Context: an optimization exercise on an open-source flow, tuned for small area. The choices shown serve that exercise and are no tape-out recipe. At most, simulation tests tie the RTL to the original design; equivalence was not proved. The RTL of run 1 was laid out without a check of its function. The flow treats the clock pin as an ideal source, which a real chip does not have. Power is estimated from default activity; no workload was simulated.

## design/flow/flow/run.sh

```bash
#!/bin/bash
# Standard layout, with the port buffers made from the smallest buffer and a leaner clock tree.
set -euo pipefail
cat >> config.mk <<'EOC'
export BUFFER_PORTS_ARGS = -buffer_cell sky130_fd_sc_hd__buf_1
export CTS_ARGS = -sink_clustering_enable -repair_clock_nets -dont_use_dummy_load -buf_list {sky130_fd_sc_hd__clkbuf_16} -root_buf sky130_fd_sc_hd__clkbuf_16 -sink_clustering_size 32 -sink_clustering_max_diameter 90
EOC
bash standard.sh > flow_make.log 2>&1
```

## design/flow/standard.sh

```bash
#!/bin/bash
# synth_recipe.tcl (not shown) runs the flow's synth.tcl, then flattens the netlist and writes it again
# the make line also repeats each setting of config.mk as NAME=value (left out here)
make -C /OpenROAD-flow-scripts/flow DESIGN_CONFIG=/design/flow/config.mk WORK_HOME=/design/flow/orfs CLKGATE_MAP_FILE= SYNTH_SCRIPT=/design/flow/synth_recipe.tcl "${@:-finish}"
```

## design/flow/config.mk

```make
export PLATFORM = sky130hd
export DESIGN_NAME = sha1_stream_packer
export DESIGN_NICKNAME = sha1_stream_packer
export VERILOG_FILES = /design/flow/design.v
export SDC_FILE = /design/flow/constraint.sdc
export NUM_CORES = 4
export LEC_CHECK = 0
export CAP_MARGIN = 20
export CORE_MARGIN = 2
export CORE_UTILIZATION = 60
export SLEW_MARGIN = 20
export BUFFER_PORTS_ARGS = -buffer_cell sky130_fd_sc_hd__buf_1
export CTS_ARGS = -sink_clustering_enable -repair_clock_nets -dont_use_dummy_load -buf_list {sky130_fd_sc_hd__clkbuf_16} -root_buf sky130_fd_sc_hd__clkbuf_16 -sink_clustering_size 32 -sink_clustering_max_diameter 90
```

## design/flow/constraint.sdc

```tcl
create_clock -name core_clock -period 5.0 [get_ports {clk}]
set_input_delay 1.0000 -clock core_clock [delete_from_list [all_inputs] [get_ports {clk}]]
set_output_delay 1.0000 -clock core_clock [all_outputs]
set_load 0.01 [all_outputs]
```

## design/flow/design.v

```verilog
package sha1_stream_pkg;
  localparam int IN_BYTES  = 4;
  localparam int OUT_BYTES = 64;
  localparam int WORDS     = OUT_BYTES / IN_BYTES;
  localparam int IDX_W     = $clog2(WORDS);
  localparam int IN_W      = 8 * IN_BYTES;
  localparam int OUT_W     = 8 * OUT_BYTES;
endpackage
module sha1_beat_slot
(
  input  logic          clk,
  input  logic          reset,
  input  logic          i_load,
  input  logic [511:0]  i_data,
  input  logic [3:0]    i_lane,     
  input  logic [3:0]    i_lkeep,    
  input  logic          i_last,
  input  logic          i_ready,
  output logic          o_valid,
  output logic [511:0]  o_data,
  output logic [63:0]   o_keep,
  output logic          o_last
);
  logic         r_valid;
  logic [511:0] r_data;
  logic [3:0]   r_lane;
  logic [3:0]   r_lkeep;
  logic         r_last;
  always_ff @(posedge clk or posedge reset) begin
    if (reset)            r_valid <= 1'b0;
    else if (i_load)      r_valid <= 1'b1;
    else if (i_ready)     r_valid <= 1'b0;
  end
  logic w_hold;
  assign w_hold = !(i_load || (r_valid && i_ready));
  always_ff @(posedge clk) begin
    r_data <= (r_data & {512{w_hold}}) | (i_data & {512{i_load}});
    if (i_load) begin
      r_lane  <= i_lane;
      r_lkeep <= i_lkeep;
      r_last  <= i_last;
    end
  end
  always_comb begin
    for (int j = 0; j < 16; j++) begin
      for (int b = 0; b < 4; b++) begin
        o_keep[4*j+b] = (j < r_lane) || ((j == r_lane) && r_lkeep[b]);
      end
    end
  end
  assign o_valid = r_valid;
  assign o_data  = r_data;
  assign o_last  = r_last;
endmodule
module sha1_stream_packer
(
  input  logic                 clk,
  input  logic                 reset,
  output logic                 o_tready_in,
  input  logic                 i_tvalid_in,
  input  logic [sha1_stream_pkg::IN_W-1:0]      i_tdata_in,
  input  logic [sha1_stream_pkg::IN_BYTES-1:0]  i_tkeep_in,
  input  logic                 i_tlast_in,
  input  logic                 i_tready_out,
  output logic                 o_tvalid_out,
  output logic [sha1_stream_pkg::OUT_W-1:0]     o_tdata_out,
  output logic [sha1_stream_pkg::OUT_BYTES-1:0] o_tkeep_out,
  output logic                 o_tlast_out
);
  logic [3:0]   r_idx;
  logic         r_done;
  logic         r_clean;       
  logic [511:0] r_data;
  logic [3:0]   r_lkeep;       
  logic         r_last;        
  logic         w_slot_valid, w_slot_free, w_xfer, w_accept, w_tready_in;
  logic [3:0]   w_base_idx;
  logic [3:0]   w_wkeep;
  logic [31:0]  w_wdata;
  logic [15:0]  w_we;
  assign w_slot_free = !w_slot_valid || i_tready_out;
  assign w_xfer      = r_done && w_slot_free;
  assign w_tready_in = !reset && (!r_done || w_slot_free);
  assign w_accept    = i_tvalid_in && w_tready_in;
  assign w_base_idx  = w_xfer ? 4'd0 : r_idx;
  assign w_wkeep     = i_tlast_in ? i_tkeep_in : 4'hF;
  always_comb begin
    for (int b = 0; b < 4; b++) w_wdata[8*b +: 8] = i_tdata_in[8*b +: 8] & {8{w_wkeep[b]}};
  end
  logic        w_clr;
  logic [31:0] w_wdata_hi;
  assign w_clr      = w_xfer || !r_clean;
  assign w_wdata_hi = w_wdata & {32{!w_clr}};
  always_comb begin
    for (int k = 0; k < 16; k++) w_we[k] = w_accept && (w_base_idx == k);
  end
  always_ff @(posedge clk) begin
    if (w_we[0]) r_data[31:0] <= w_wdata;
    for (int k = 1; k < 16; k++)
      if (w_we[k] || w_clr) r_data[32*k +: 32] <= w_wdata_hi;
    if (w_accept) begin
      r_lkeep <= w_wkeep;
      r_last  <= i_tlast_in;
    end
  end
  always_ff @(posedge clk or posedge reset) begin
    if (reset) begin
      r_idx   <= 4'd0;
      r_done  <= 1'b0;
      r_clean <= 1'b0;
    end else begin
      r_clean <= 1'b1;
      if (w_accept) begin
        r_idx  <= w_base_idx + 4'd1;
        r_done <= i_tlast_in || (w_base_idx == 4'd15);
      end else begin
        r_idx  <= w_base_idx;
        r_done <= r_done && !w_xfer;
      end
    end
  end
  sha1_beat_slot u_slot (
    .clk     (clk),
    .reset   (reset),
    .i_load  (w_xfer),
    .i_data  (r_data),
    .i_lane  (r_idx - 4'd1),
    .i_lkeep (r_lkeep),
    .i_last  (r_last),
    .i_ready (i_tready_out),
    .o_valid (w_slot_valid),
    .o_data  (o_tdata_out),
    .o_keep  (o_tkeep_out),
    .o_last  (o_tlast_out)
  );
  assign o_tready_in  = w_tready_in;
  assign o_tvalid_out = w_slot_valid;
endmodule
```

==> run summary, run 1 <==
Final Skew 0.0779 ns; status complete, no violations; adder-cell area share of the yosys netlist 0.0380%; final-report max-slew violation count 0; Initial Utilization 61.0%; share of the synthesized area in the top cell type 47.9%; standby leakage power 13.7 nW; via count 20,200; worst path cell trace nand2_1 -> nor2_1 -> buf_1; DRT antenna net count 0; die area 56,800 um^2; Detailed Routing Iterations Pass 1 5; Largest stage delay, worst path 0.94 ns; most numerous cell in the Yosys netlist edfxtp_1; max-cap violations 0; final hold violation count 0; switch share 27.9%; IO Port Bufs 619; slowest stage cell, crit path edfxtp_1; post-placement cell area 35,700 um^2; Total Wirelength 98.9 mm; YS warnings 2; CTS tree done; fin crit period 3.94 ns; post-synthesis xor/xnor area fraction 0.106%; Slew headroom 15.2%; H-tree level count 2; Post-synth EDFFs 526; CTS Buffer Depth 3; power density cells 472 nW/um^2; Bufs and invs on worst path 1; Final HPWL DP 65.7 mm; Cell Area, Synth 33,000 um^2; cts repair resizes 0; unrepaired setup endpoints after global routing no; worst min-delay path class reg2reg; multiplexer share of the synthesized area 0.0683%; max frequency 254 MHz; Area contributors post-synth edfxtp_1 (48%), dfxtp_1 (31%), a22o_1 (14%); placed instance count 3,131; Finished Layout Cells 3,176; Post-route DRC 0; worst-skew pair later-pin latency 0.61 ns; hold path start r_data[483]; CP Capture Type output pin; Avg Inst Size Synth 17.1 um^2; cts bufs inserted 39; DIE WIDTH 238 um; Sink Count 1,045; post-CTS setup buffer count 0; vias per cell 6.36; first-pass GRT wire length 136 mm; crit share post-route 78.8%; cell taking the most area after synthesis edfxtp_1; critical path launch point type flop; TNS Setup 0 ns; CP Max Fanout 34; hold buffers post-CTS 0; Core ar. 54,000 um^2; part of the power in combinational logic 14.2%; worst slack at placement 1.22 ns; Root Buffer clkbuf_16; Internal Power 12.5 mW; Arrival @ worst endpoint 2.94 ns; worst setup path start u_slot.r_lane[3]; Worst Max-Slew Pin Slew 1.27 ns; RR Startpoint u_slot.r_valid; Main synth FF type edfxtp_1; Area Overhead vs Synth 11.5%; Post-synth top cells edfxtp_1 (526), a22o_1 (512), dfxtp_1 (512), and2_1 (65), buf_6 (52); Max VDD drop 0.284 mV; setup ws final 1.06 ns; Async S/R FF share, synth 0.670%; Synthesized Nets 1,965; # rows 85; Die H 238 um; GR Overflow Total 0; Synth Area in Simple Gates 2.37%; DR WL/cell 31.1 um; cell family contributing the most delay on the critical path simple AND/OR/NAND/NOR gates; Boundary Pins 620; kind of critical path reg2out; CTS clock-pin slew for the worst setup and hold paths 0.11 ns; largest net degree at the start of global routing 227; Seq pwr share 63.7%; share of layout cells above drive strength 1 4.32%; initial drt markers 2,503; Net Sw Power 4.84 mW; #FFs+latches synth 1,045; Setup-failing EPs final 0; GR Util All Layers 33.9%; vias in the first global route 18,400; Synth cell types 37; initial antenna violation count 9; register area share after synthesis 79.6%; Syn Inst Count 1,923; critical path required time 4.00 ns; # nets final 2,520; routability congestion estimate 0.893; Fin Hold WS 0.400 ns; Synth Area in Compound Gates 14.9%; design area 36,700 um^2; Clk network pwr share 22.0%; largest family of logic cells by synthesized area compound AO/OA/AOI/OAI gates; final core utilization 68.0%; total power 17.4 mW
## path summary, 6_finish.rpt
| check | slack (ns) | depth (start not counted) | end |
|---|---|---|---|
| min in group asynchronous | 0.43 | 2 | u_slot.r_valid |
| max | 1.06 | 3 | o_tkeep_out[57] |
| min reg2reg | 0.40 | 1 | u_slot.r_data[483] |
| max in group asynchronous | 4.35 | 2 | r_clean |
| max reg2reg | 1.95 | 4 | r_data[469] |
| min | 0.40 | 1 | u_slot.r_data[483] |
## flip-flops by register name (all words and copies together), names as in the netlist
signal / count
r_data: 512
u_slot.r_data: 512
r_idx: 4
r_lkeep: 4
u_slot.r_lane: 4
u_slot.r_lkeep: 4
r_clean: 1
r_done: 1
r_last: 1
u_slot.r_last: 1
u_slot.r_valid: 1
## cell type report
class,instances,area (um^2)
Antenna cell,4,10.0
Clock buffer,39,976
Fill cell,3793,17300
Inverter,7,26.3
Multi-Input combinational cell,730,5950
Sequential cell,1045,26200
Tap cell,696,871
Timing Repair Buffer,655,2690
## cells in the final DEF, fill, tap and decap left out, types with 2 or more instances in the layout
master / n
a21boi_0: 12
a21o_1: 4
a21oi_1: 9
a22o_1: 512
and2_1: 53
and2_2: 11
buf_1: 619
buf_12: 4
buf_16: 2
buf_4: 29
clkbuf_16: 39
dfrtp_1: 7
dfxtp_1: 512
diode_2: 4
edfxtp_1: 526
inv_1: 7
nand2_1: 28
nand2b_1: 6
nand3_1: 6
nand3b_1: 2
nor2_1: 23
nor3_1: 5
nor4_1: 2
o21a_1: 4
o21ai_0: 6
o21ai_2: 3
o21ai_4: 7
o21bai_1: 12
o31ai_4: 5
or3_1: 3
xnor2_1: 2
xor2_1: 2
## power groups by stage
stage          Sequential, mW  Clock (mW)  Combinational, mW
6_report                 11.1        3.82               2.47
5_1_grt                  11.1        4.12               2.64
4_1_cts                  11.0        3.85               2.46
3_5_place_dp             11.2           0               2.44
3_3_place_gp             11.2           0               2.42
2_1_floorplan            11.1           0               1.15
## cells by family after synthesis
family | count (synthesis)
buffers and inverters | 148
XOR/XNOR | 4
other | 1
adder cells (fa/ha/maj) | 1
AND/OR/NAND/NOR | 146
AO/OA/AOI/OAI | 577
multiplexers | 1
flip-flops | 1045
## worst reg2reg max path: stages, from the launching register on
cell      delay [ns]
dfrtp_1         0.50
nand2b_2        0.18
a21boi_4        0.33
buf_4           0.56
and2_1          1.08
## metal layers
layer  share of wire [%]  global-route usage, %  wire length [um]  up-vias
met5                   0                      0                 0        -
met4                 3.7                   11.1              3650        0
met3                 9.6                   5.91              9510      146
met2                  47                   52.8             46300     1140
met1                  40                   48.9             39400    10400
li1                    -                      -                 -     8484
==> run 2: changes to the inputs <==
--- a/design/flow/design.v
+++ b/design/flow/design.v
@@ -31,11 +31,9 @@
     else if (i_load)      r_valid <= 1'b1;
     else if (i_ready)     r_valid <= 1'b0;
   end
-  logic w_hold;
-  assign w_hold = !(i_load || (r_valid && i_ready));
   always_ff @(posedge clk) begin
-    r_data <= (r_data & {512{w_hold}}) | (i_data & {512{i_load}});
     if (i_load) begin
+      r_data  <= i_data;
       r_lane  <= i_lane;
       r_lkeep <= i_lkeep;
       r_last  <= i_last;
==> design/flow/run.sh (new file) <==
#!/bin/bash
# synth_recipe.tcl (not shown) runs the flow's synth.tcl, then flattens the netlist and writes it again
# the make line also repeats each setting of config.mk as NAME=value (left out here)
make -C /OpenROAD-flow-scripts/flow DESIGN_CONFIG=/design/flow/config.mk WORK_HOME=/design/flow/orfs CLKGATE_MAP_FILE= SYNTH_SCRIPT=/design/flow/synth_recipe.tcl finish
==> design/flow/config.mk (replaced) <==
export PLATFORM = sky130hd
export DESIGN_NAME = sha1_stream_packer
export DESIGN_NICKNAME = sha1_stream_packer
export VERILOG_FILES = /design/flow/design.v
export SDC_FILE = /design/flow/constraint.sdc
export NUM_CORES = 4
export LEC_CHECK = 0
export CAP_MARGIN = 20
export CORE_MARGIN = 2
export CORE_UTILIZATION = 40
export SLEW_MARGIN = 20
removed: design/flow/flow/run.sh
removed: design/flow/standard.sh
==> run summary, run 2 <==
DRT antenna net count 0 (unchanged); kind of critical path reg2out; hold buffers post-CTS 0 (unchanged); standby leakage power 15.0 nW (+9.5%); Net Sw Power 4.29 mW (-11%); Post-synth EDFFs 1,038 (+97%); unrepaired setup endpoints after global routing no; critical path required time 4.00 ns (about the same); register area share after synthesis 95.6% (+16 points); die area 84,300 um^2 (+48%); via count 15,500 (-23%); GR Util All Layers 20.4% (-13 points); switch share 21.9% (-6.0 points); cell taking the most area after synthesis edfxtp_1; power density cells 445 nW/um^2 (-5.8%); most common cell after layout, fill and taps aside edfxtp_1; Worst Max-Slew Pin Slew 0.990 ns (-0.282 ns); Final HPWL DP 60.2 mm (-8.3%); Total Wirelength 87.3 mm (-12%); crit share post-route 79.5% (+0.70 points); Finished Layout Cells 3,179 (+0.094%); fin crit period 3.97 ns (+0.0349 ns); IO Port Bufs 619 (unchanged); Root Buffer clkbuf_16; final hold violation count 0 (unchanged); share of layout cells above drive strength 1 9.25% (+4.9 points); Fin Hold WS 0.408 ns (+0.00802 ns); placed instance count 3,000 (-4.2%); design area 44,000 um^2 (+20%); post-placement cell area 40,800 um^2 (+14%); DIE WIDTH 290 um (+22%); H-tree level count 3 (+1); Cell Area, Synth 32,800 um^2 (-0.49%); initial drt markers 1,994 (-20%); status complete, no violations; critical path launch point type flop; Core ar. 81,600 um^2 (+51%); max frequency 252 MHz (-0.88%); Internal Power 15.3 mW (+22%); most numerous cell in the Yosys netlist edfxtp_1; routability congestion estimate 0.859 (-3.8%); Synthesized Nets 1,349 (-31%); share of the synthesized area in the top cell type 95.1% (+47 points); Main synth FF type edfxtp_1; Final Skew 0.0237 ns (-0.0542 ns); Async S/R FF share, synth 0.670% (unchanged); post-CTS setup buffer count 0 (unchanged); #FFs+latches synth 1,045 (unchanged); TNS Setup 0 ns (unchanged); Max VDD drop 0.290 mV (+1.9%); GR Overflow Total 0 (unchanged); commonest cells after routing, fill and taps aside edfxtp_1 (1,038), clkdlybuf4s50_1 (619), clkbuf_16 (100); total power 19.6 mW (+13%); CTS tree done; cts repair resizes 0 (unchanged); max-cap violations 0 (unchanged); Slew headroom 33.7% (+19 points); Die H 290 um (+22%); Avg Inst Size Synth 25.1 um^2 (+46%); CP Capture Type output pin; cts bufs inserted 98 (+150%); initial antenna violation count 2 (-7); final-report max-slew violation count 0 (unchanged); CP Max Fanout 34 (unchanged); Syn Inst Count 1,307 (-32%); Initial Utilization 40.2% (-21 points); biggest regs r_data x512, u_slot.r_data x512; Arrival @ worst endpoint 2.97 ns (+0.03 ns); worst-skew pair later-pin latency 0.64 ns (+0.03 ns); Post-route DRC 0 (unchanged); Synth cell types 36 (-2.7%); Post-synth top cells edfxtp_1 (1,038), and2_1 (65), nand2_1 (27), clkbuf_1 (26), nor2_1 (26); DR WL/cell 27.5 um (-12%); Detailed Routing Iterations Pass 1 7 (+2); first-pass GRT wire length 119 mm (-12%); Sink Count 1,045 (unchanged); # nets final 2,072 (-18%); vias per cell 4.88 (-23%); Clk network pwr share 37.4% (+15 points); vias in the first global route 15,200 (-18%); part of the power in combinational logic 7.2% (-7.0 points); Seq pwr share 55.5% (-8.2 points); Area contributors post-synth edfxtp_1 (95%), and2_1 (1.2%), dfrtp_1 (0.53%); CTS Buffer Depth 3 (unchanged); worst min-delay path class reg2reg; CTS clock-pin slew for the worst setup and hold paths 0.06 ns (-0.05 ns); Area Overhead vs Synth 34.3%; largest net degree at the start of global routing 108 (-52%); YS warnings 2 (unchanged); # rows 105 (+24%); Setup-failing EPs final 0 (unchanged); Boundary Pins 620 (unchanged)
run 2: layout make-up:
class	count	area (um^2)
repair buffers	654	6610
multi-input cells	224	1490
well taps	1070	1340
diodes	1	2.50
flip-flops and latches	1045	31300
fillers	6133	37600
clock buffers	111	2540
clock inverters	67	671
inverters	7	26.3
run 2: logic make-up (layout without fill, tap and decap cells):
| logic type | Yosys count | count (layout) | synth area share, % |
|---|---|---|---|
| buffers and inverters | 38 | 839 | 0.454 |
| adders and majority gates | 1 | 1 | 0.0382 |
| other | 1 | 2 | 0.0114 |
| and+or+nand+nor | 153 | 153 | 2.50 |
| DFF | 1045 | 1045 | 95.6 |
| xor gates and xnor gates | 3 | 3 | 0.0801 |
| AOI/OAI and AO/OA | 66 | 66 | 1.33 |
run 2: power groups by stage:
stage	sequential, mW	clock (mW)	combinational [mW]
6_report	10.9	7.31	1.40
5_1_grt	10.9	7.82	1.49
4_1_cts	10.9	7.45	1.43
3_5_place_dp	11.0	0	1.43
3_3_place_gp	11.1	0	1.39
2_1_floorplan	10.9	0	0.475
run 2: worst max-delay path, stage by stage (launching register included):
cell and delay [ns]:
edfxtp_1 0.93, nand2_1 0.57, nor2_1 0.26, clkdlybuf4s50_1 0.57
run 2: metal layers:
layer  routed length, um  track usage (%)  part of all wire (%)
met1               34800             27.1                    40
met4                1720             5.51                   2.0
met3                7010             4.09                   8.0
met5                   0                0                     0
met2               43800             34.3                    50
run 2: worst paths after layout:
path,slack (ns),to,startpoint,depth (start not counted)
worst max-delay path,1.03,o_tkeep_out[60],u_slot.r_lane[3],3
worst min-delay path,0.41,u_slot.r_data[385],r_data[385],0
worst max register to register,2.12,r_data[42],r_done,4
worst min register to register,0.41,u_slot.r_data[385],r_data[385],0
max in group asynchronous,4.03,r_idx[1],reset,2
min in group asynchronous,0.76,r_idx[2],reset,2
run 2: through the flow:
| stage | setup WS, ns | util, % |
|---|---|---|
| 2_1_floorplan | -0.300 | - |
| 3_3_place_gp | 1.02 | 50.0 |
| 3_5_place_dp | 0.991 | 50.0 |
| 4_1_cts | 1.00 | 54.0 |
| 5_1_grt | 0.743 | 54.0 |
| 6_report | 1.03 | 54.0 |
==> run 3: changes to the inputs <==
--- a/design/flow/design.v
+++ b/design/flow/design.v
@@ -31,9 +31,11 @@
     else if (i_load)      r_valid <= 1'b1;
     else if (i_ready)     r_valid <= 1'b0;
   end
+  logic w_hold;
+  assign w_hold = !(i_load || (r_valid && i_ready));
   always_ff @(posedge clk) begin
+    r_data <= (r_data & {512{w_hold}}) | (i_data & {512{i_load}});
     if (i_load) begin
-      r_data  <= i_data;
       r_lane  <= i_lane;
       r_lkeep <= i_lkeep;
       r_last  <= i_last;
@@ -74,28 +76,27 @@
   logic         w_slot_valid, w_slot_free, w_xfer, w_accept, w_tready_in;
   logic [3:0]   w_base_idx;
   logic [3:0]   w_wkeep;
-  logic [31:0]  w_wdata;
-  logic [15:0]  w_we;
   assign w_slot_free = !w_slot_valid || i_tready_out;
   assign w_xfer      = r_done && w_slot_free;
   assign w_tready_in = !reset && (!r_done || w_slot_free);
   assign w_accept    = i_tvalid_in && w_tready_in;
   assign w_base_idx  = w_xfer ? 4'd0 : r_idx;
   assign w_wkeep     = i_tlast_in ? i_tkeep_in : 4'hF;
+  logic w_clr;
+  assign w_clr = w_xfer || !r_clean;
+  logic [15:0] w_we;
+  logic [63:0] w_take;
   always_comb begin
-    for (int b = 0; b < 4; b++) w_wdata[8*b +: 8] = i_tdata_in[8*b +: 8] & {8{w_wkeep[b]}};
-  end
-  logic        w_clr;
-  logic [31:0] w_wdata_hi;
-  assign w_clr      = w_xfer || !r_clean;
-  assign w_wdata_hi = w_wdata & {32{!w_clr}};
-  always_comb begin
-    for (int k = 0; k < 16; k++) w_we[k] = w_accept && (w_base_idx == k);
+    for (int k = 0; k < 16; k++) begin
+      w_we[k] = w_accept && (w_base_idx == k);
+      for (int b = 0; b < 4; b++) w_take[4*k+b] = w_we[k] && w_wkeep[b];
+    end
   end
   always_ff @(posedge clk) begin
-    if (w_we[0]) r_data[31:0] <= w_wdata;
-    for (int k = 1; k < 16; k++)
-      if (w_we[k] || w_clr) r_data[32*k +: 32] <= w_wdata_hi;
+    for (int k = 0; k < 16; k++)
+      for (int b = 0; b < 4; b++)
+        r_data[32*k+8*b +: 8] <= (r_data[32*k+8*b +: 8] & {8{(k == 0) ? !w_we[0] : !w_clr}})
+                               | (i_tdata_in[8*b +: 8] & {8{w_take[4*k+b]}});
     if (w_accept) begin
       r_lkeep <= w_wkeep;
       r_last  <= i_tlast_in;
==> design/flow/flow/run.sh (new file) <==
#!/bin/bash
# Standard layout, with the port buffers made from the smallest buffer and a leaner clock tree.
set -euo pipefail
cat >> config.mk <<'EOC'
export BUFFER_PORTS_ARGS = -buffer_cell sky130_fd_sc_hd__buf_1
export CTS_ARGS = -sink_clustering_enable -repair_clock_nets -dont_use_dummy_load -buf_list {sky130_fd_sc_hd__clkbuf_16} -root_buf sky130_fd_sc_hd__clkbuf_16 -sink_clustering_size 32 -sink_clustering_max_diameter 90
EOC
bash standard.sh > flow_make.log 2>&1
==> design/flow/standard.sh (new file) <==
#!/bin/bash
# synth_recipe.tcl (not shown) runs the flow's synth.tcl, then flattens the netlist and writes it again
# the make line also repeats each setting of config.mk as NAME=value (left out here)
make -C /OpenROAD-flow-scripts/flow DESIGN_CONFIG=/design/flow/config.mk WORK_HOME=/design/flow/orfs CLKGATE_MAP_FILE= SYNTH_SCRIPT=/design/flow/synth_recipe.tcl "${@:-finish}"
--- a/design/flow/config.mk
+++ b/design/flow/config.mk
@@ -7,5 +7,7 @@
 export LEC_CHECK = 0
 export CAP_MARGIN = 20
 export CORE_MARGIN = 2
-export CORE_UTILIZATION = 40
+export CORE_UTILIZATION = 60
 export SLEW_MARGIN = 20
+export BUFFER_PORTS_ARGS = -buffer_cell sky130_fd_sc_hd__buf_1
+export CTS_ARGS = -sink_clustering_enable -repair_clock_nets -dont_use_dummy_load -buf_list {sky130_fd_sc_hd__clkbuf_16} -root_buf sky130_fd_sc_hd__clkbuf_16 -sink_clustering_size 32 -sink_clustering_max_diameter 90
removed: design/flow/run.sh
==> run summary, run 3 <==
worst setup path start u_slot.r_lane[3]; Detailed Routing Iterations Pass 1 7 (unchanged); Setup-failing EPs final 0 (unchanged); DIE WIDTH 239 um (-18%); Area contributors post-synth dfxtp_1 (62%), a22o_1 (17%), o2bb2ai_1 (5.9%); kind of critical path reg2out; routability congestion estimate 0.854 (-0.64%); Largest stage delay, worst path 0.98 ns (+0.05 ns); worst-skew pair later-pin latency 0.62 ns (-0.02 ns); GRT busiest layer met2; Boundary Pins 620 (unchanged); Root Buffer clkbuf_16; crit share post-route 78.7% (-0.79 points); slowest stage cell, crit path nor2_1; #FFs+latches synth 1,045 (unchanged); register-to-register setup slack 1.88 ns (-0.24 ns); critical path required time 4.00 ns (about the same); share of layout cells above drive strength 1 3.69% (-5.6 points); fin crit period 3.93 ns (-0.0394 ns); Synthesized Nets 2,685 (+99%); DR WL/cell 27.9 um (+1.6%); Main synth FF type dfxtp_1; Cell Area, Synth 33,200 um^2 (+1.2%); cts bufs inserted 38 (-61%); M3 GR Usage 7.86% (+3.8 points); first-pass GRT wire length 150 mm (+26%); GR Util All Layers 34.8% (+14 points); via count 24,300 (+57%); CTS clock-pin slew for the worst setup and hold paths 0.12 ns (+0.06 ns); Area Overhead vs Synth 9.54%; Sink Count 1,045 (unchanged); Post-synth EDFFs 14 (-99%); power density cells 404 nW/um^2 (-9.1%); RR Startpoint r_done; initial drt markers 2,593 (+30%); TNS Setup 0 ns (unchanged); # rows 86 (-18%); YS warnings 2 (unchanged); register area share after synthesis 63.6% (-32 points); # nets final 3,076 (+48%); final-report max-slew violation count 0 (unchanged); Worst Max-Slew Pin Slew 1.10 ns (+0.112 ns); Post-route DRC 0 (unchanged); largest net degree at the start of global routing 268 (+150%); CP Max Fanout 34 (unchanged); CTS Buffer Depth 3 (unchanged); CTS tree done; share of the synthesized area in the top cell type 61.8% (-33 points); biggest regs r_data x512, u_slot.r_data x512; cell taking the most area after synthesis dfxtp_1; final hold violation count 0 (unchanged); standby leakage power 13.2 nW (-12%); CP Capture Type output pin; Max VDD drop 0.289 mV (-0.32%); vias per cell 6.50 (+33%); commonest cells after routing, fill and taps aside dfxtp_1 (1,024), a22o_1 (640), buf_1 (619); critical path launch point type flop; most common cell after layout, fill and taps aside dfxtp_1; final core utilization 66.2% (+12 points); Arrival @ worst endpoint 2.93 ns (-0.04 ns); placed instance count 3,694 (+23%); Post-synth top cells dfxtp_1 (1,024), a22o_1 (640), o2bb2ai_1 (225), buf_2 (158), a32o_1 (128); status complete, no violations; Syn Inst Count 2,643 (+100%); hold buffers post-CTS 0 (unchanged); GR Overflow Total 0 (unchanged); DRT antenna net count 0 (unchanged); worst path cell trace nor2_1 -> nand2_1 -> buf_1; max-cap violations 0 (unchanged); Slew headroom 26.5% (-7.3 points); cts repair resizes 0 (unchanged); IO Port Bufs 619 (unchanged); Finished Layout Cells 3,739 (+18%); Initial Utilization 60.5% (+20 points); initial antenna violation count 10 (+8); max frequency 254 MHz (+1.0%); vias in the first global route 22,400 (+48%); Total Wirelength 104 mm (+20%); Synth cell types 44 (+22%); worst min-delay path class in2async; post-CTS setup buffer count 0 (unchanged); met1 Resource Use GR 46.1% (+19 points); Async S/R FF share, synth 0.670% (unchanged); die area 57,200 um^2 (-32%); unrepaired setup endpoints after global routing no; Avg Inst Size Synth 12.6 um^2 (-50%); Final HPWL DP 69.3 mm (+15%); H-tree level count 2 (-1); worst-case reg-to-reg path depth 4 (unchanged); Core ar. 54,900 um^2 (-33%); Die H 239 um (-18%); Final Skew 0.0295 ns (+0.00581 ns); met2 Resource Use GR 54.2% (+20 points); Fin Hold WS 0.400 ns (-0.00808 ns); reg2reg end u_slot.r_lane[0]; most numerous cell in the Yosys netlist dfxtp_1
-- run 3: how the worst max path moves through the flow --
stage | endpoint | slack (ns) | depth (start not counted)
final | o_tkeep_out[8] | 1.07 | 3
after global routing | o_tkeep_out[8] | 1.04 | 3
after CTS | o_tkeep_out[7] | 1.12 | 3
after detailed placement | r_data[6] | 1.37 | 6
after global placement | u_slot.r_lkeep[3] | 1.44 | 5
after floorplan | o_tready_in | 2.66 | 2
-- run 3: worst max-delay path: cells and delay by family (launching register included) --
kind / cells / cell delay [ns]
AND/OR/NAND/NOR: 2 / 1.33
flip-flops: 1 / 0.77
buffers and inverters: 1 / 0.22
-- run 3: cells by family (layout without fill, tap and decap cells) --
family                     Yosys count  count (layout)  synth area share (%)
AOI/OAI and AO/OA                 1038            1038                  27.7
xor gates and xnor gates             4               4                 0.106
adders and majority gates            1               1                0.0377
buffers and inverters              302             691                  4.49
DFF                               1045            1045                  63.6
muxes                               34              34                  1.15
other                                1               4                0.0113
and+or+nand+nor                    218             218                  3.00
-- run 3: final cells by class --
class,count,area (um^2)
Fill cell,4355,18500
Inverter,6,30.0
Multi-Input combinational cell,1296,10700
Tap cell,704,881
Antenna cell,3,7.51
Clock buffer,38,951
Sequential cell,1045,21100
Timing Repair Buffer,647,2710
-- run 3: report_power, final --
group / internal, mW / leakage (nW) / switching, mW
clock network: 1.39 / 0.468 / 2.41
logic: 0.537 / 4.22 / 1.31
registers: 8.75 / 8.48 / 0.299
-- run 3: stage by stage --
stage          total power, mW  setup WS (ns)  instance area, um^2
2_1_floorplan             10.3           2.66                33200
3_3_place_gp              11.0           1.44                35300
3_5_place_dp              11.0           1.37                35300
4_1_cts                   14.7           1.12                36200
5_1_grt                   15.1           1.04                36400
6_report                  14.7           1.07                36400
-- run 3: layer usage --
layer,vias to the layer above,wire length (um)
li1,10800,-
met1,12300,42600
met2,1028,47500
met3,196,8640
met4,8,5480
met5,-,55
==> run 4: changes to the inputs <==
--- a/design/flow/design.v
+++ b/design/flow/design.v
@@ -95,7 +95,7 @@
   always_ff @(posedge clk) begin
     for (int k = 0; k < 16; k++)
       for (int b = 0; b < 4; b++)
-        r_data[32*k+8*b +: 8] <= (r_data[32*k+8*b +: 8] & {8{(k == 0) ? !w_we[0] : !w_clr}})
+        r_data[32*k+8*b +: 8] <= (r_data[32*k+8*b +: 8] & {8{(k == 0) ? !(w_we[0] || w_clr) : !w_clr}})
                                | (i_tdata_in[8*b +: 8] & {8{w_take[4*k+b]}});
     if (w_accept) begin
       r_lkeep <= w_wkeep;
--- a/design/flow/config.mk
+++ b/design/flow/config.mk
@@ -7,7 +7,7 @@
 export LEC_CHECK = 0
 export CAP_MARGIN = 20
 export CORE_MARGIN = 2
-export CORE_UTILIZATION = 60
+export CORE_UTILIZATION = 75
 export SLEW_MARGIN = 20
 export BUFFER_PORTS_ARGS = -buffer_cell sky130_fd_sc_hd__buf_1
 export CTS_ARGS = -sink_clustering_enable -repair_clock_nets -dont_use_dummy_load -buf_list {sky130_fd_sc_hd__clkbuf_16} -root_buf sky130_fd_sc_hd__clkbuf_16 -sink_clustering_size 32 -sink_clustering_max_diameter 90
==> run summary, run 4 <==
status complete, no violations; largest family of logic cells by synthesized area compound AO/OA/AOI/OAI gates; Post-synth EDFFs 14 (unchanged); power density cells 388 nW/um^2 (-4.0%); Avg Inst Size Synth 12.7 um^2 (+0.97%); die area 44,800 um^2 (-22%); Worst Max-Slew Pin Slew 1.11 ns (+0.00229 ns); Cell Area, Synth 32,300 um^2 (-2.5%); worst min-delay path class in2async; via count 24,400 (+0.32%); placed instance count 3,505 (-5.1%); Async S/R FF share, synth 0.670% (unchanged); register area share after synthesis 65.2% (+1.7 points); Final Skew 0.0397 ns (+0.0102 ns); Post-synth top cells dfxtp_1 (1,024), a22o_1 (800), o2bb2ai_1 (224), clkbuf_1 (163), nand2_1 (68); Die H 212 um (-12%); initial drt markers 3,003 (+16%); vias per cell 6.87 (+5.7%); share of layout cells above drive strength 1 3.47% (-0.23 points); max frequency 267 MHz (+4.9%); share of the synthesized area in the top cell type 63.4% (+1.6 points); worst setup path start u_slot.r_lane[3]; Syn Inst Count 2,551 (-3.5%); # nets final 3,043 (-1.1%); kind of critical path reg2out; Synth cell types 46 (+4.5%); Slew headroom 26.3% (-0.15 points); GR Overflow Total 0 (unchanged); Boundary Pins 620 (unchanged); CP Max Fanout 34 (unchanged); H-tree level count 2 (unchanged); Finished Layout Cells 3,550 (-5.1%); Area contributors post-synth dfxtp_1 (63%), a22o_1 (22%), o2bb2ai_1 (6.1%); final-report max-slew violation count 0 (unchanged); GR Util All Layers 40.2% (+5.3 points); CTS tree done; Main synth FF type dfxtp_1; post-CTS setup buffer count 0 (unchanged); initial antenna violation count 5 (-5); max-cap violations 0 (unchanged); Final HPWL DP 62.8 mm (-9.3%); Max VDD drop 0.332 mV (+15%); CP Capture Type output pin; multiplexer share of the synthesized area 0.0309% (-1.1 points); DIE WIDTH 212 um (-12%); Total Wirelength 93.9 mm (-10%); Arrival @ worst endpoint 2.75 ns (-0.18 ns); CTS Buffer Depth 3 (unchanged); Critical Path End o_tkeep_out[61]; largest net degree at the start of global routing 180 (-33%); RR Startpoint r_done; Detailed Routing Iterations Pass 1 5 (-2); standby leakage power 13.3 nW (+0.68%); DR WL/cell 26.4 um (-5.2%); cts repair resizes 0 (unchanged); IO Port Bufs 619 (unchanged); # rows 76 (-12%); worst-skew pair later-pin latency 0.62 ns (about the same); routability congestion estimate 0.934 (+9.4%); DRT antenna net count 0 (unchanged); Synth Area in Compound Gates 28.7% (+1.1 points); unrepaired setup endpoints after global routing no; most common cell after layout, fill and taps aside dfxtp_1; Post-route DRC 0 (unchanged); YS warnings 2 (unchanged); Setup-failing EPs final 0 (unchanged); crit share post-route 75.0% (-3.7 points); post-synthesis xor/xnor area fraction 0.108% (+0.0028 points); commonest cells after routing, fill and taps aside dfxtp_1 (1,024), a22o_1 (800), buf_1 (619); Root Buffer clkbuf_16; cts bufs inserted 38 (unchanged); most numerous cell in the Yosys netlist dfxtp_1; Synth Area in Simple Gates 2.69% (-0.30 points); final hold violation count 0 (unchanged); Area Overhead vs Synth 10.6%; worst-case reg-to-reg path depth 4 (unchanged); CTS clock-pin slew for the worst setup and hold paths 0.11 ns (about the same); first-pass GRT wire length 139 mm (-7.0%); cell taking the most area after synthesis dfxtp_1; reg2reg end r_data[442]; hold buffers post-CTS 0 (unchanged); register-to-register setup slack 2.08 ns (+0.20 ns); Core ar. 42,800 um^2 (-22%); Sink Count 1,045 (unchanged); adder-cell area share of the yosys netlist 0.0387% (+0.00098 points); vias in the first global route 23,000 (+2.6%); Synthesized Nets 2,593 (-3.4%); critical path required time 4.00 ns (about the same); #FFs+latches synth 1,045 (unchanged); fin crit period 3.75 ns (-0.183 ns); critical path launch point type flop; TNS Setup 0 ns (unchanged); Initial Utilization 75.6% (+15 points); biggest regs r_data x512, u_slot.r_data x512
-- run 4: cell types whose count changed after synthesis, sizes merged, moves of 4 or more --
cell	change
a22o	+160
a32o	-128
and2	-33
and2b	+4
buf	-147
clkbuf	+96
inv	+7
mux2	-32
nand2	-24
nand2b	-6
nand3	+5
nor2	-11
nor3	+16
-- run 4: kinds of logic after synthesis --
| family | count (synthesis) |
|---|---|
| simple gates | 169 |
| compound gates | 1072 |
| mux | 1 |
| fa+ha+maj | 1 |
| xor+xnor | 4 |
| buf+inv | 258 |
| flops | 1045 |
| other cells | 1 |
-- run 4: per-stage QoR --
step	area (um^2)	setup WS, ns	power [mW]	hold WS [ns]	utilization, %
after global placement	34800	1.50	10.2	0.406	81.3
after detailed placement	34800	1.44	10.2	0.406	81.3
final	35800	1.25	13.9	0.352	83.6
after CTS	35700	1.29	13.8	0.339	83.5
after global routing	35800	0.984	14.2	0.382	83.6
after floorplan	32300	2.69	9.77	0.400	-
-- run 4: power breakdown --
part / internal, mW / total [mW] / switching, mW
Combinational: 0.365 / 1.30 / 0.930
Sequential: 8.60 / 8.82 / 0.225
Clock: 1.39 / 3.76 / 2.37
Total: 10.4 / 13.9 / 3.53
-- run 4: layout make-up --
type / instances / area (um^2)
Sequential cell: 1045 / 21100
Multi-Input combinational cell: 1248 / 10300
Fill cell: 2469 / 7000
Timing Repair Buffer: 655 / 2720
Clock buffer: 38 / 951
Tap cell: 546 / 683
Inverter: 13 / 56.3
Antenna cell: 5 / 12.5
-- run 4: critical path, cell delays in order (launching register included) --
cell      delay (ns)
edfxtp_1        0.97
nand2_1         0.60
nor2_1          0.28
buf_1           0.27
-- run 4: per-layer routing --
layer,share of wire [%],vias to the layer above,track usage (%),wire length (um)
met2,44,1414,59.6,41400
met3,10,287,10.9,9470
met5,0.025,-,0,23
met4,5.9,4,21.8,5550
met1,40,12100,53.9,37400
li1,-,10600,-,-
-- run 4: worst min path at each step --
stage / from / end / slack [ns] / cells after the start
final: reset / r_done / 0.35 / 2
after global routing: reset / r_done / 0.38 / 2
after CTS: reset / r_done / 0.34 / 2
after detailed placement: r_last / u_slot.r_last / 0.41 / 0
after global placement: r_last / u_slot.r_last / 0.41 / 0
after floorplan: r_last / u_slot.r_last / 0.40 / 0
==> run 5: changes to the inputs <==
--- a/design/flow/config.mk
+++ b/design/flow/config.mk
@@ -7,7 +7,9 @@
 export LEC_CHECK = 0
 export CAP_MARGIN = 20
 export CORE_MARGIN = 2
-export CORE_UTILIZATION = 75
+export CORE_UTILIZATION = 60
+export GPL_ROUTABILITY_DRIVEN = 0
+export GPL_TIMING_DRIVEN = 0
 export SLEW_MARGIN = 20
 export BUFFER_PORTS_ARGS = -buffer_cell sky130_fd_sc_hd__buf_1
 export CTS_ARGS = -sink_clustering_enable -repair_clock_nets -dont_use_dummy_load -buf_list {sky130_fd_sc_hd__clkbuf_16} -root_buf sky130_fd_sc_hd__clkbuf_16 -sink_clustering_size 32 -sink_clustering_max_diameter 90
==> run summary, run 5 <==
Initial Utilization 60.3% (-15 points); worst path cell trace clkbuf_1 -> clkbuf_1 -> nand3_1 -> nor2_1 -> buf_1; Async S/R FF share, synth 0.670% (unchanged); post-CTS setup buffer count 0 (unchanged); most numerous cell in the Yosys netlist dfxtp_1; worst-case reg-to-reg path depth 7 (+3); Root Buffer clkbuf_16; Fin Hold WS 0.352 ns (-0.0000970 ns); Worst Max-Slew Pin Slew 1.14 ns (+0.0383 ns); share of layout cells above drive strength 1 3.31% (-0.16 points); RR Startpoint u_slot.r_valid; cts bufs inserted 38 (unchanged); Final Skew 0.0287 ns (-0.0109 ns); Sink Count 1,045 (unchanged); final-report max-slew violation count 0 (unchanged); post-placement cell area 35,400 um^2 (+1.9%); final hold violation count 0 (unchanged); H-tree level count 2 (unchanged); Avg Inst Size Synth 12.7 um^2 (unchanged); YS warnings 2 (unchanged); #FFs+latches synth 1,045 (unchanged); Post-synth EDFFs 14 (unchanged); CP Capture Type output pin; die area 55,800 um^2 (+24%); DIE WIDTH 236 um (+12%); Max VDD drop 0.388 mV (+17%); max-cap violations 0 (unchanged); first-pass GRT wire length 156 mm (+12%); CTS tree done; Synthesized Nets 2,593 (unchanged); biggest regs r_data x512, u_slot.r_data x512; critical path required time 4.00 ns (about the same); via count 24,600 (+1.1%); placed instance count 3,834 (+9.4%); share of the synthesized area in the top cell type 63.4% (unchanged); vias per cell 6.36 (-7.4%); CTS Buffer Depth 3 (unchanged); largest net degree at the start of global routing 33 (-82%); worst min-delay path class in2async; fill count 4,205 (+70%); kind of critical path reg2out; slowest stage cell, crit path edfxtp_1; worst-skew pair later-pin latency 0.62 ns (about the same); most common cell after layout, fill and taps aside dfxtp_1; status complete, no violations; worst setup path start u_slot.r_lane[1]; hold buffers post-CTS 0 (unchanged); max frequency 291 MHz (+9.3%); fin crit period 3.43 ns (-0.320 ns); Area Overhead vs Synth 12.5%; GR Util All Layers 37.2% (-3.0 points); design area 36,400 um^2 (+1.6%); reg2reg end r_data[352]; Main synth FF type dfxtp_1; Core ar. 53,600 um^2 (+25%); Largest stage delay, worst path 0.38 ns (-0.59 ns); commonest cells after routing, fill and taps aside dfxtp_1 (1,024), a22o_1 (800), buf_1 (627); Boundary Pins 620 (unchanged); Syn Inst Count 2,551 (unchanged); Synth cell types 46 (unchanged); DRT antenna net count 0 (unchanged); cts repair resizes 0 (unchanged); Slew headroom 23.2% (-3.1 points); Final HPWL DP 80.9 mm (+29%); Post-route DRC 0 (unchanged); critical path launch point type flop; # nets final 3,220 (+5.8%); crit share post-route 68.6% (-6.4 points); total power 14.0 mW (+1.2%); cell taking the most area after synthesis dfxtp_1; Setup-failing EPs final 0 (unchanged); Detailed Routing Iterations Pass 1 8 (+3); unrepaired setup endpoints after global routing no; TNS Setup 0 ns (unchanged); register-to-register setup slack 2.10 ns (+0.02 ns); Die H 236 um (+12%); power density cells 386 nW/um^2 (-0.43%); IO Port Bufs 587 (-5.2%); Critical Path End o_tkeep_out[61]; Finished Layout Cells 3,874 (+9.1%); Cell Area, Synth 32,300 um^2 (unchanged); GR Overflow Total 0 (unchanged); vias in the first global route 23,900 (+3.8%); crit-path most repeated cell clkbuf_1; Total Wirelength 107 mm (+14%); Post-synth top cells dfxtp_1 (1,024), a22o_1 (800), o2bb2ai_1 (224), clkbuf_1 (163), nand2_1 (68); DR WL/cell 27.7 um (+4.8%); initial antenna violation count 2 (-3); # rows 85 (+12%); register area share after synthesis 65.2% (unchanged); CP Max Fanout 10 (-71%); Arrival @ worst endpoint 2.43 ns (-0.32 ns); Area contributors post-synth dfxtp_1 (63%), a22o_1 (22%), o2bb2ai_1 (6.1%); initial drt markers 2,055 (-32%); standby leakage power 13.4 nW (+1.1%); CTS clock-pin slew for the worst setup and hold paths 0.12 ns (about the same)
## run 5: cell counts after synthesis
No cell type changed its count.
## run 5: critical path: cells and delay by family, from the launching register on
| kind | cells | cell delay (ns) |
|---|---|---|
| buffers and inverters | 3 | 0.88 |
| DFF | 1 | 0.38 |
| and+or+nand+nor | 2 | 0.57 |
## run 5: layout make-up
class | instances | area, um^2 | share of cell area [%]
Sequential cell | 1045 | 21100 | 58.0
Timing Repair Buffer | 587 | 2200 | 6.06
Multi-Input combinational cell | 1248 | 10200 | 28.1
Clock buffer | 38 | 951 | 2.61
Buffer | 245 | 975 | 2.68
Inverter | 13 | 48.8 | 0.134
Tap cell | 696 | 871 | 2.39
Antenna cell | 2 | 5.00 | 0.0138
## run 5: cells by family after synthesis
group	count (synthesis)	share of synthesized area [%]
AO/OA/AOI/OAI	1072	28.7
flip-flops	1045	65.2
buffers and inverters	258	3.16
AND/OR/NAND/NOR	169	2.69
XOR/XNOR	4	0.108
adder cells (fa/ha/maj)	1	0.0387
other	1	0.0116
multiplexers	1	0.0309
## run 5: per-stage QoR
stage          utilization (%)  setup WS [ns]
4_1_cts                   67.9           1.65
2_1_floorplan                -           2.69
3_3_place_gp              66.1           1.49
5_1_grt                   67.9           1.47
3_5_place_dp              66.1           1.42
6_report                  67.9           1.57
## run 5: worst min path at each step
stage	startpoint	depth (start not counted)	end	slack, ns
2_1_floorplan	r_last	0	u_slot.r_last	0.40
3_3_place_gp	r_lkeep[2]	0	u_slot.r_lkeep[2]	0.41
4_1_cts	reset	2	r_idx[2]	0.34
6_report	reset	2	r_clean	0.35
5_1_grt	reset	2	r_clean	0.37
3_5_place_dp	r_lkeep[0]	0	u_slot.r_lkeep[0]	0.41
## run 5: report_power, final
part	internal (mW)	leakage (nW)	switching, mW
Combinational	0.377	4.47	1.11
Sequential	8.60	8.47	0.154
Clock	1.39	0.468	2.42
## run 5: routing by layer
metal  share of wire [%]  GRT usage, %
met1                  39          45.3
met2                  48          62.4
met3                 8.0          8.37
met4                 5.3          18.1
met5                   0             0
==> run 6: changes to the inputs <==
==> design/flow/config.mk (replaced) <==
export PLATFORM = sky130hd
export DESIGN_NAME = sha1_stream_packer
export DESIGN_NICKNAME = sha1_stream_packer
export VERILOG_FILES = /design/flow/design.v
export SDC_FILE = /design/flow/constraint.sdc
export NUM_CORES = 4
export LEC_CHECK = 0
export CAP_MARGIN = 0
export CORE_MARGIN = 2
export CORE_UTILIZATION = 60
export SLEW_MARGIN = 0
export BUFFER_PORTS_ARGS = -buffer_cell sky130_fd_sc_hd__buf_1
export CTS_ARGS = -sink_clustering_enable -repair_clock_nets -dont_use_dummy_load -buf_list {sky130_fd_sc_hd__clkbuf_16} -root_buf sky130_fd_sc_hd__clkbuf_16 -sink_clustering_size 32 -sink_clustering_max_diameter 90
==> run summary, run 6 <==
status complete, no violations; largest net degree at the start of global routing 228 (+590%); TNS Setup 0 ns (unchanged); Total Wirelength 93.0 mm (-13%); DIE WIDTH 236 um (unchanged); Avg Inst Size Synth 12.7 um^2 (unchanged); unrepaired setup endpoints after global routing no; power density cells 386 nW/um^2 (about the same); Bufs and invs on worst path 1 (-2); Max Used Layer met5; Cell Area, Synth 32,300 um^2 (unchanged); design area 36,000 um^2 (-1.0%); first-pass GRT wire length 138 mm (-11%); Boundary Pins 620 (unchanged); # nets final 3,047 (-5.4%); Max VDD drop 0.276 mV (-29%); Async S/R FF share, synth 0.670% (unchanged); max frequency 264 MHz (-9.5%); final core utilization 67.1% (-0.71 points); Initial Utilization 60.3% (unchanged); Area contributors post-synth dfxtp_1 (63%), a22o_1 (22%), o2bb2ai_1 (6.1%); total power 13.9 mW (-1.1%); worst slack at placement 1.68 ns (+0.266 ns); most numerous cell in the Yosys netlist dfxtp_1; CP Max Fanout 34 (+24); WL met1 41.1 mm (-0.60%); standby leakage power 13.3 nW (-0.97%); Met2 Routed Length 41.3 mm (-20%); met3 routed WL 6.97 mm (-18%); GR Util All Layers 31.8% (-5.4 points); CTS tree done; Largest stage delay, worst path 1.05 ns (+0.67 ns); Area Overhead vs Synth 11.3%; routability congestion estimate 0.945; Synth cell types 46 (unchanged); Net Sw Power 3.55 mW (-3.6%); placed instance count 3,661 (-4.5%); post-placement cell area 35,000 um^2 (-1.1%); cts bufs inserted 38 (unchanged); #FFs+latches synth 1,045 (unchanged); part of the power in combinational logic 9.3% (-1.3 points); Setup-failing EPs final 0 (unchanged); Seq pwr share 63.4% (+1.1 points); most common cell after layout, fill and taps aside dfxtp_1; Synthesized Nets 2,593 (unchanged); Die H 236 um (unchanged); Worst Max-Slew Pin Slew 1.43 ns (+0.288 ns); via count 23,400 (-5.2%); CTS Buffer Depth 3 (unchanged); # rows 85 (unchanged); Internal Power 10.3 mW (-0.19%); cts repair resizes 0 (unchanged); GR Overflow Total 0 (unchanged); biggest regs r_data x512, u_slot.r_data x512; die area 55,800 um^2 (unchanged); final-report max-slew violation count 0 (unchanged); DR WL/cell 25.1 um (-9.4%); Slew headroom 4.55% (-19 points); Final Skew 0.0269 ns (-0.00186 ns); vias per cell 6.31 (-0.86%); Post-synth top cells dfxtp_1 (1,024), a22o_1 (800), o2bb2ai_1 (224), clkbuf_1 (163), nand2_1 (68); slowest stage cell, crit path nor2_1; worst min-delay path class in2async; YS warnings 2 (unchanged); H-tree level count 2 (unchanged); IO Port Bufs 619 (+5.5%); switch share 25.6% (-0.67 points); hold buffers post-CTS 0 (unchanged); crit share post-route 75.9% (+7.2 points); Finished Layout Cells 3,703 (-4.4%); Syn Inst Count 2,551 (unchanged); worst-skew pair later-pin latency 0.61 ns (about the same); kind of critical path reg2out; register area share after synthesis 65.2% (unchanged); vias in the first global route 21,800 (-9.0%); Sink Count 1,045 (unchanged); setup ws final 1.21 ns (-0.362 ns); initial antenna violation count 4 (+2); initial drt markers 2,105 (+2.4%); CP Capture Type output pin; Post-synth EDFFs 14 (unchanged); critical path required time 4.00 ns (about the same); worst path cell trace nor2_1 -> nand2_1 -> buf_1; share of layout cells above drive strength 1 3.63% (+0.32 points); DRT antenna net count 0 (unchanged); Fin Hold WS 0.381 ns (+0.0291 ns); share of the synthesized area in the top cell type 63.4% (unchanged); Clk network pwr share 27.3% (+0.2 points); max-cap violations 0 (unchanged); Final HPWL DP 62.2 mm (-23%); Root Buffer clkbuf_16; register-to-register setup slack 2.37 ns (+0.27 ns); CTS clock-pin slew for the worst setup and hold paths 0.12 ns (about the same); Post-route DRC 0 (unchanged); Core ar. 53,600 um^2 (unchanged); Detailed Routing Iterations Pass 1 5 (-3); fin crit period 3.79 ns (+0.362 ns); Arrival @ worst endpoint 2.79 ns (+0.36 ns); post-CTS setup buffer count 0 (unchanged); cell family contributing the most delay on the critical path simple AND/OR/NAND/NOR gates; commonest cells after routing, fill and taps aside dfxtp_1 (1,024), a22o_1 (800), buf_1 (619); cell taking the most area after synthesis dfxtp_1; Main synth FF type dfxtp_1; critical path launch point type flop; final hold violation count 0 (unchanged)
## run 6: kinds of logic after synthesis
family	count (synthesis)	synth area share (%)
simple gates	169	2.69
compound gates	1072	28.7
fa+ha+maj	1	0.0387
other cells	1	0.0116
mux	1	0.0309
flops	1045	65.2
buf+inv	258	3.16
xor+xnor	4	0.108
## run 6: metal layers
layer	vias to the layer above	global-route usage [%]
li1	10600	-
met1	11700	45.4
met2	868	47.3
met3	166	7.22
met4	2	11.9
met5	-	0
## run 6: layout make-up
| type | count | area (um^2) |
|---|---|---|
| Antenna cell | 4 | 10.0 |
| Tap cell | 696 | 871 |
| Multi-Input combinational cell | 1248 | 10300 |
| Fill cell | 4182 | 17600 |
| Timing Repair Buffer | 659 | 2740 |
| Clock buffer | 38 | 951 |
| Inverter | 13 | 56.3 |
| Sequential cell | 1045 | 21100 |
## run 6: worst paths after layout
kind,startpoint,to,depth (start not counted)
setup / recovery,u_slot.r_lane[3],o_tkeep_out[8],3
hold / removal,reset,r_clean,2
setup reg to reg,u_slot.r_valid,r_data[285],5
hold reg to reg,r_lkeep[0],u_slot.r_lkeep[0],0
max in group asynchronous,reset,r_idx[1],2
min in group core_clock,r_lkeep[0],u_slot.r_lkeep[0],0
## run 6: power by group through the flow
stage	clock [mW]	combinational (mW)	sequential [mW]
final	3.79	1.29	8.81
after detailed placement	0	1.28	8.99
after CTS	3.84	1.28	8.81
after global routing	4.10	1.38	8.85
after floorplan	0	0.840	8.93
after global placement	0	1.25	8.98
==> run 7: changes to the inputs <==
--- a/design/flow/config.mk
+++ b/design/flow/config.mk
@@ -5,9 +5,9 @@
 export SDC_FILE = /design/flow/constraint.sdc
 export NUM_CORES = 4
 export LEC_CHECK = 0
-export CAP_MARGIN = 0
+export CAP_MARGIN = 20
 export CORE_MARGIN = 2
 export CORE_UTILIZATION = 60
-export SLEW_MARGIN = 0
+export SLEW_MARGIN = 20
 export BUFFER_PORTS_ARGS = -buffer_cell sky130_fd_sc_hd__buf_1
 export CTS_ARGS = -sink_clustering_enable -repair_clock_nets -dont_use_dummy_load -buf_list {sky130_fd_sc_hd__clkbuf_16} -root_buf sky130_fd_sc_hd__clkbuf_16 -sink_clustering_size 32 -sink_clustering_max_diameter 90
==> run summary, run 7 <==
status complete, no violations; GR Util All Layers 31.8% (unchanged); biggest regs r_data x512, u_slot.r_data x512; #FFs+latches synth 1,045 (unchanged); max frequency 266 MHz (+0.91%); Area contributors post-synth dfxtp_1 (63%), a22o_1 (22%), o2bb2ai_1 (6.1%); area of the multi-input gates 10,300 um^2 (about the same); IO Port Bufs 619 (unchanged); Arrival @ worst endpoint 2.76 ns (-0.03 ns); Async S/R FF share, synth 0.670% (unchanged); Post-synth EDFFs 14 (unchanged); Final HPWL DP 62.2 mm (unchanged); Cell Area, Synth 32,300 um^2 (unchanged); H-tree level count 2 (unchanged); final-report max-slew violation count 0 (unchanged); fill count 4,180 (-0.048%); RR Startpoint r_done; Total Wirelength 93.0 mm (about the same); largest family of logic cells by synthesized area compound AO/OA/AOI/OAI gates; TNS Setup 0 ns (unchanged); worst slack at placement 1.68 ns (unchanged); Sink Count 1,045 (unchanged); # rows 85 (unchanged); CP Capture Type output pin; Synth Area in Compound Gates 28.7% (unchanged); DR WL/cell 25.1 um (about the same); cts bufs inserted 38 (unchanged); slowest stage cell, crit path edfxtp_1; kind of critical path reg2out; vias per cell 6.34 (+0.52%); share of the synthesized area in the top cell type 63.4% (unchanged); worst-case reg-to-reg path depth 5 (unchanged); critical path required time 4.00 ns (about the same); Synth Area in Simple Gates 2.69% (unchanged); post-placement cell area 35,000 um^2 (unchanged); DIE WIDTH 236 um (unchanged); most common cell after layout, fill and taps aside dfxtp_1; final hold violation count 0 (unchanged); crit share post-route 75.2% (-0.69 points); Die H 236 um (unchanged); via count 23,500 (+0.49%); cts repair resizes 0 (unchanged); YS warnings 2 (unchanged); fin crit period 3.76 ns (-0.0344 ns); adder-cell area share of the yosys netlist 0.0387% (unchanged); worst-skew pair later-pin latency 0.61 ns (about the same); standby leakage power 13.3 nW (unchanged); multiplexer share of the synthesized area 0.0309% (unchanged); max-cap violations 0 (unchanged); post-synthesis xor/xnor area fraction 0.108% (unchanged); setup ws final 1.24 ns (+0.0344 ns); placed instance count 3,661 (unchanged); Detailed Routing Iterations Pass 1 5 (unchanged); largest net degree at the start of global routing 228 (unchanged); Register Area 21,100 um^2 (unchanged); design area 36,000 um^2 (unchanged); vias in the first global route 21,800 (unchanged); Area Overhead vs Synth 11.3% (unchanged); initial antenna violation count 4 (unchanged); first-pass GRT wire length 138 mm (unchanged); register area share after synthesis 65.2% (unchanged); worst path cell trace nand2_1 -> nor2_1 -> buf_1; cell taking the most area after synthesis dfxtp_1; post-CTS setup buffer count 0 (unchanged); Root Buffer clkbuf_16; share of layout cells above drive strength 1 3.66% (+0.033 points); DRT antenna net count 0 (unchanged); Largest stage delay, worst path 0.97 ns (-0.08 ns); die area 55,800 um^2 (unchanged); CTS tree done; Final Skew 0.0245 ns (-0.00240 ns); Post-synth top cells dfxtp_1 (1,024), a22o_1 (800), o2bb2ai_1 (224), clkbuf_1 (163), nand2_1 (68); Finished Layout Cells 3,702 (-0.027%); Bufs and invs on worst path 1 (unchanged); commonest cells after routing, fill and taps aside dfxtp_1 (1,024), a22o_1 (800), buf_1 (619); hold buffers post-CTS 0 (unchanged); Slew headroom 8.33% (+3.8 points); Synth cell types 46 (unchanged); critical path launch point type flop; Core ar. 53,600 um^2 (unchanged); # nets final 3,047 (unchanged); Critical Path End o_tkeep_out[60]; unrepaired setup endpoints after global routing no; CTS Buffer Depth 3 (unchanged); Initial Utilization 60.3% (unchanged); Syn Inst Count 2,551 (unchanged); Boundary Pins 620 (unchanged); routability congestion estimate 0.945 (unchanged); CP Max Fanout 34 (unchanged); GRT busiest layer met2; most numerous cell in the Yosys netlist dfxtp_1; Post-route DRC 0 (unchanged); Max VDD drop 0.277 mV (+0.47%); cell family contributing the most delay on the critical path flip-flops; reg2reg end r_data[420]; Worst Max-Slew Pin Slew 1.38 ns (-0.0567 ns); Main synth FF type dfxtp_1; Synthesized Nets 2,593 (unchanged); total power 13.9 mW (about the same); initial drt markers 2,103 (-0.095%); M3 GR Usage 7.22% (unchanged); WP depth 3 (unchanged); worst setup path start u_slot.r_lane[3]; GR Overflow Total 0 (unchanged); CTS clock-pin slew for the worst setup and hold paths 0.12 ns (about the same); Setup-failing EPs final 0 (unchanged); Avg Inst Size Synth 12.7 um^2 (unchanged); worst min-delay path class in2async; power density cells 386 nW/um^2 (about the same); met2 Resource Use GR 47.3% (unchanged); met1 Resource Use GR 45.4% (unchanged); register-to-register setup slack 2.39 ns (+0.02 ns)
run 7: cell counts after synthesis:
No cell type changed its count.
run 7: worst min-delay path by stage:
stage | end | slack, ns | cells past startpoint
2_1_floorplan | u_slot.r_last | 0.40 | 0
3_3_place_gp | u_slot.r_lkeep[3] | 0.41 | 0
3_5_place_dp | u_slot.r_lkeep[2] | 0.41 | 0
4_1_cts | r_done | 0.33 | 2
5_1_grt | r_clean | 0.40 | 2
6_report | r_clean | 0.38 | 2
run 7: layer usage:
metal / up-vias / share of wire [%] / wire length (um)
met5: - / 0.011 / 10
met1: 11800 / 44 / 41000
met3: 162 / 7.5 / 6970
li1: 10600 / - / -
met4: 2 / 3.8 / 3510
met2: 859 / 45 / 41500
run 7: worst register-to-register path, delay by kind of cell (launching register included):
kind | cells | cell delay [ns]
AO/OA/AOI/OAI | 1 | 0.49
buffers and inverters | 1 | 0.24
flip-flops | 1 | 0.50
AND/OR/NAND/NOR | 3 | 1.30
run 7: report_power, final:
part	leakage [nW]	internal, mW	switching (mW)
registers	8.47	8.60	0.215
logic	4.34	0.358	0.935
clock network	0.468	1.39	2.41
run 7: stage by stage:
| step | hold slack, ns | utilization, % |
|---|---|---|
| 2_1_floorplan | 0.400 | - |
| 3_3_place_gp | 0.405 | 65.4 |
| 3_5_place_dp | 0.407 | 65.4 |
| 4_1_cts | 0.333 | 67.1 |
| 5_1_grt | 0.398 | 67.1 |
| 6_report | 0.382 | 67.1 |
run 7: kinds of logic (layout without fill, tap and decap cells):
kind of cell,Yosys count,after routing
other,1,4
multiplexers,1,1
AND/OR/NAND/NOR,169,169
buffers and inverters,258,710
AO/OA/AOI/OAI,1072,1072
XOR/XNOR,4,4
flip-flops,1045,1045
adder cells (fa/ha/maj),1,1
run 7: layout make-up:
type / instances / area share [%]
clock buffers: 38 / 2.64
multi-input cells: 1248 / 28.6
repair buffers: 659 / 7.60
inverters: 13 / 0.156
well taps: 696 / 2.42
diodes: 3 / 0.0209
flip-flops and latches: 1045 / 58.6
==> run 8: changes to the inputs <==
--- a/design/flow/flow/run.sh
+++ b/design/flow/flow/run.sh
@@ -5,4 +5,5 @@
 export BUFFER_PORTS_ARGS = -buffer_cell sky130_fd_sc_hd__buf_1
 export CTS_ARGS = -sink_clustering_enable -repair_clock_nets -dont_use_dummy_load -buf_list {sky130_fd_sc_hd__clkbuf_16} -root_buf sky130_fd_sc_hd__clkbuf_16 -sink_clustering_size 32 -sink_clustering_max_diameter 90
 EOC
+echo "export POST_CTS_TCL = $PWD/flow/recover.tcl" >> config.mk
 bash standard.sh > flow_make.log 2>&1
==> design/flow/flow/recover.tcl (new file) <==
# After CTS: downsize cells that have slack to spare (area recovery)
estimate_parasitics -placement
repair_timing -recover_power 100 -verbose
detailed_placement
--- a/design/flow/config.mk
+++ b/design/flow/config.mk
@@ -11,3 +11,4 @@
 export SLEW_MARGIN = 20
 export BUFFER_PORTS_ARGS = -buffer_cell sky130_fd_sc_hd__buf_1
 export CTS_ARGS = -sink_clustering_enable -repair_clock_nets -dont_use_dummy_load -buf_list {sky130_fd_sc_hd__clkbuf_16} -root_buf sky130_fd_sc_hd__clkbuf_16 -sink_clustering_size 32 -sink_clustering_max_diameter 90
+export POST_CTS_TCL = /design/flow/flow/recover.tcl
==> run summary, run 8 <==
Worst Max-Slew Pin Slew 1.25 ns (-0.126 ns); setup ws final 1.24 ns (-0.00345 ns); max-cap violations 0 (unchanged); CP Max Fanout 34 (unchanged); Post-synth top cells dfxtp_1 (1,024), a22o_1 (800), o2bb2ai_1 (224), clkbuf_1 (163), nand2_1 (68); CP Capture Type output pin; IO Port Bufs 619 (unchanged); Boundary Pins 620 (unchanged); Post-synth EDFFs 14 (unchanged); Area contributors post-synth dfxtp_1 (63%), a22o_1 (22%), o2bb2ai_1 (6.1%); Avg Inst Size Synth 12.7 um^2 (unchanged); share of layout cells above drive strength 1 3.35% (-0.31 points); routability congestion estimate 0.945 (unchanged); vias in the first global route 21,800 (-0.023%); #FFs+latches synth 1,045 (unchanged); GR Util All Layers 31.8% (about the same); Sink Count 1,045 (unchanged); worst-skew pair later-pin latency 0.59 ns (-0.02 ns); most common cell after layout, fill and taps aside dfxtp_1; fill count 4,190 (+0.24%); worst slack at placement 1.68 ns (unchanged); Total Wirelength 92.9 mm (-0.15%); DR WL/cell 25.0 um (-0.37%); Max VDD drop 0.278 mV (+0.30%); first-pass GRT wire length 138 mm (about the same); Slew headroom 16.7% (+8.4 points); YS warnings 2 (unchanged); design area 36,000 um^2 (about the same); standby leakage power 13.3 nW (+0.20%); critical path launch point type flop; largest net degree at the start of global routing 228 (unchanged); initial drt markers 2,263 (+7.6%); Final HPWL DP 62.2 mm (unchanged); Arrival @ worst endpoint 2.76 ns (about the same); TNS Setup 0 ns (unchanged); crit share post-route 75.2% (about the same); Synth cell types 46 (unchanged); GR Overflow Total 0 (unchanged); # nets final 3,056 (+0.30%); commonest cells after routing, fill and taps aside dfxtp_1 (1,024), a22o_1 (800), buf_1 (598); Setup-failing EPs final 0 (unchanged); final hold violation count 0 (unchanged); initial antenna violation count 3 (-1); # rows 85 (unchanged); Synthesized Nets 2,593 (unchanged); Post-route DRC 0 (unchanged); final-report max-slew violation count 0 (unchanged); max frequency 266 MHz (about the same); share of the synthesized area in the top cell type 63.4% (unchanged); Core ar. 53,600 um^2 (unchanged); Detailed Routing Iterations Pass 1 7 (+2); Area Overhead vs Synth 11.3% (about the same); Die H 236 um (unchanged); register area share after synthesis 65.2% (unchanged); final core utilization 67.2% (about the same); CTS tree done; most numerous cell in the Yosys netlist dfxtp_1; Syn Inst Count 2,551 (unchanged); Cell Area, Synth 32,300 um^2 (unchanged); DRT antenna net count 0 (unchanged); Initial Utilization 60.3% (unchanged); unrepaired setup endpoints after global routing no; fin crit period 3.76 ns (+0.00345 ns); post-placement cell area 35,000 um^2 (unchanged); Main synth FF type dfxtp_1; critical path required time 4.00 ns (about the same); via count 23,400 (-0.34%); cell taking the most area after synthesis dfxtp_1; power density cells 386 nW/um^2 (-0.14%); Async S/R FF share, synth 0.670% (unchanged); kind of critical path reg2out; vias per cell 6.30 (-0.56%); DIE WIDTH 236 um (unchanged); status complete, no violations; die area 55,800 um^2 (unchanged); biggest regs r_data x512, u_slot.r_data x512; worst min-delay path class in2async; CTS clock-pin slew for the worst setup and hold paths 0.12 ns (about the same); Final Skew 0.0259 ns (+0.00147 ns)
[run 8: cell counts after synthesis]
No cell type changed its count.
[run 8: kinds of logic after synthesis]
group	Yosys count	share of synthesized area [%]
AO/OA/AOI/OAI	1072	28.7
XOR/XNOR	4	0.108
adder cells (fa/ha/maj)	1	0.0387
buffers and inverters	258	3.16
flip-flops	1045	65.2
multiplexers	1	0.0309
other	1	0.0116
AND/OR/NAND/NOR	169	2.69
[run 8: per-layer routing]
layer / wire length, um / track usage, % / vias to the layer above
met3: 6950 / 7.12 / 153
met1: 40900 / 45.4 / 11800
met4: 3390 / 11.7 / 2
met2: 41600 / 47.4 / 834
met5: 10 / 0 / -
li1: - / - / 10600
[run 8: report_power, final]
part           internal (mW)  leakage [nW]  total [mW]  switching, mW
registers               8.60          8.47        8.81          0.209
clock network           1.39         0.468        3.79           2.40
logic                  0.359          4.37        1.29          0.926
[run 8: per-stage QoR]
stage	std cells	power, mW	hold WS (ns)
finish	3710	13.9	0.343
global route	3710	14.3	0.371
detailed placement	3661	10.3	0.407
global placement	3661	10.2	0.405
floorplan	2551	9.77	0.400
[run 8: worst max-delay path, stage by stage (launching register included)]
cell	delay [ns]
edfxtp_1	0.98
nand2_1	0.63
nor2_1	0.29
buf_1	0.26
[run 8: worst paths after layout]
path | slack, ns | cells after the start | from | endpoint
worst max register to register | 2.04 | 5 | u_slot.r_valid | r_data[314]
min in group core_clock | 0.44 | 0 | r_lkeep[2] | u_slot.r_lkeep[2]
worst min-delay path | 0.34 | 2 | reset | r_done
worst max-delay path | 1.24 | 3 | u_slot.r_lane[3] | o_tkeep_out[60]
worst min register to register | 0.44 | 0 | r_lkeep[2] | u_slot.r_lkeep[2]
max in group asynchronous | 4.44 | 2 | reset | r_idx[1]
[run 8: cell type report]
| type | instances | area, um^2 | area share, % |
|---|---|---|---|
| flip-flops and latches | 1045 | 21100 | 58.6 |
| multi-input cells | 1248 | 10200 | 28.3 |
| clock buffers | 38 | 951 | 2.64 |
| repair buffers | 668 | 2820 | 7.84 |
| well taps | 696 | 871 | 2.42 |
| diodes | 2 | 5.00 | 0.0139 |
| inverters | 13 | 56.3 | 0.156 |

Check on run 8: ideal ports give 1.238 ns setup slack; a clkbuf_16 on the clock port and buf_2 on the inputs give 1.176 ns; moving port delays by the midpoint clock arrival (0.650 ns) as well gives 1.237 ns.
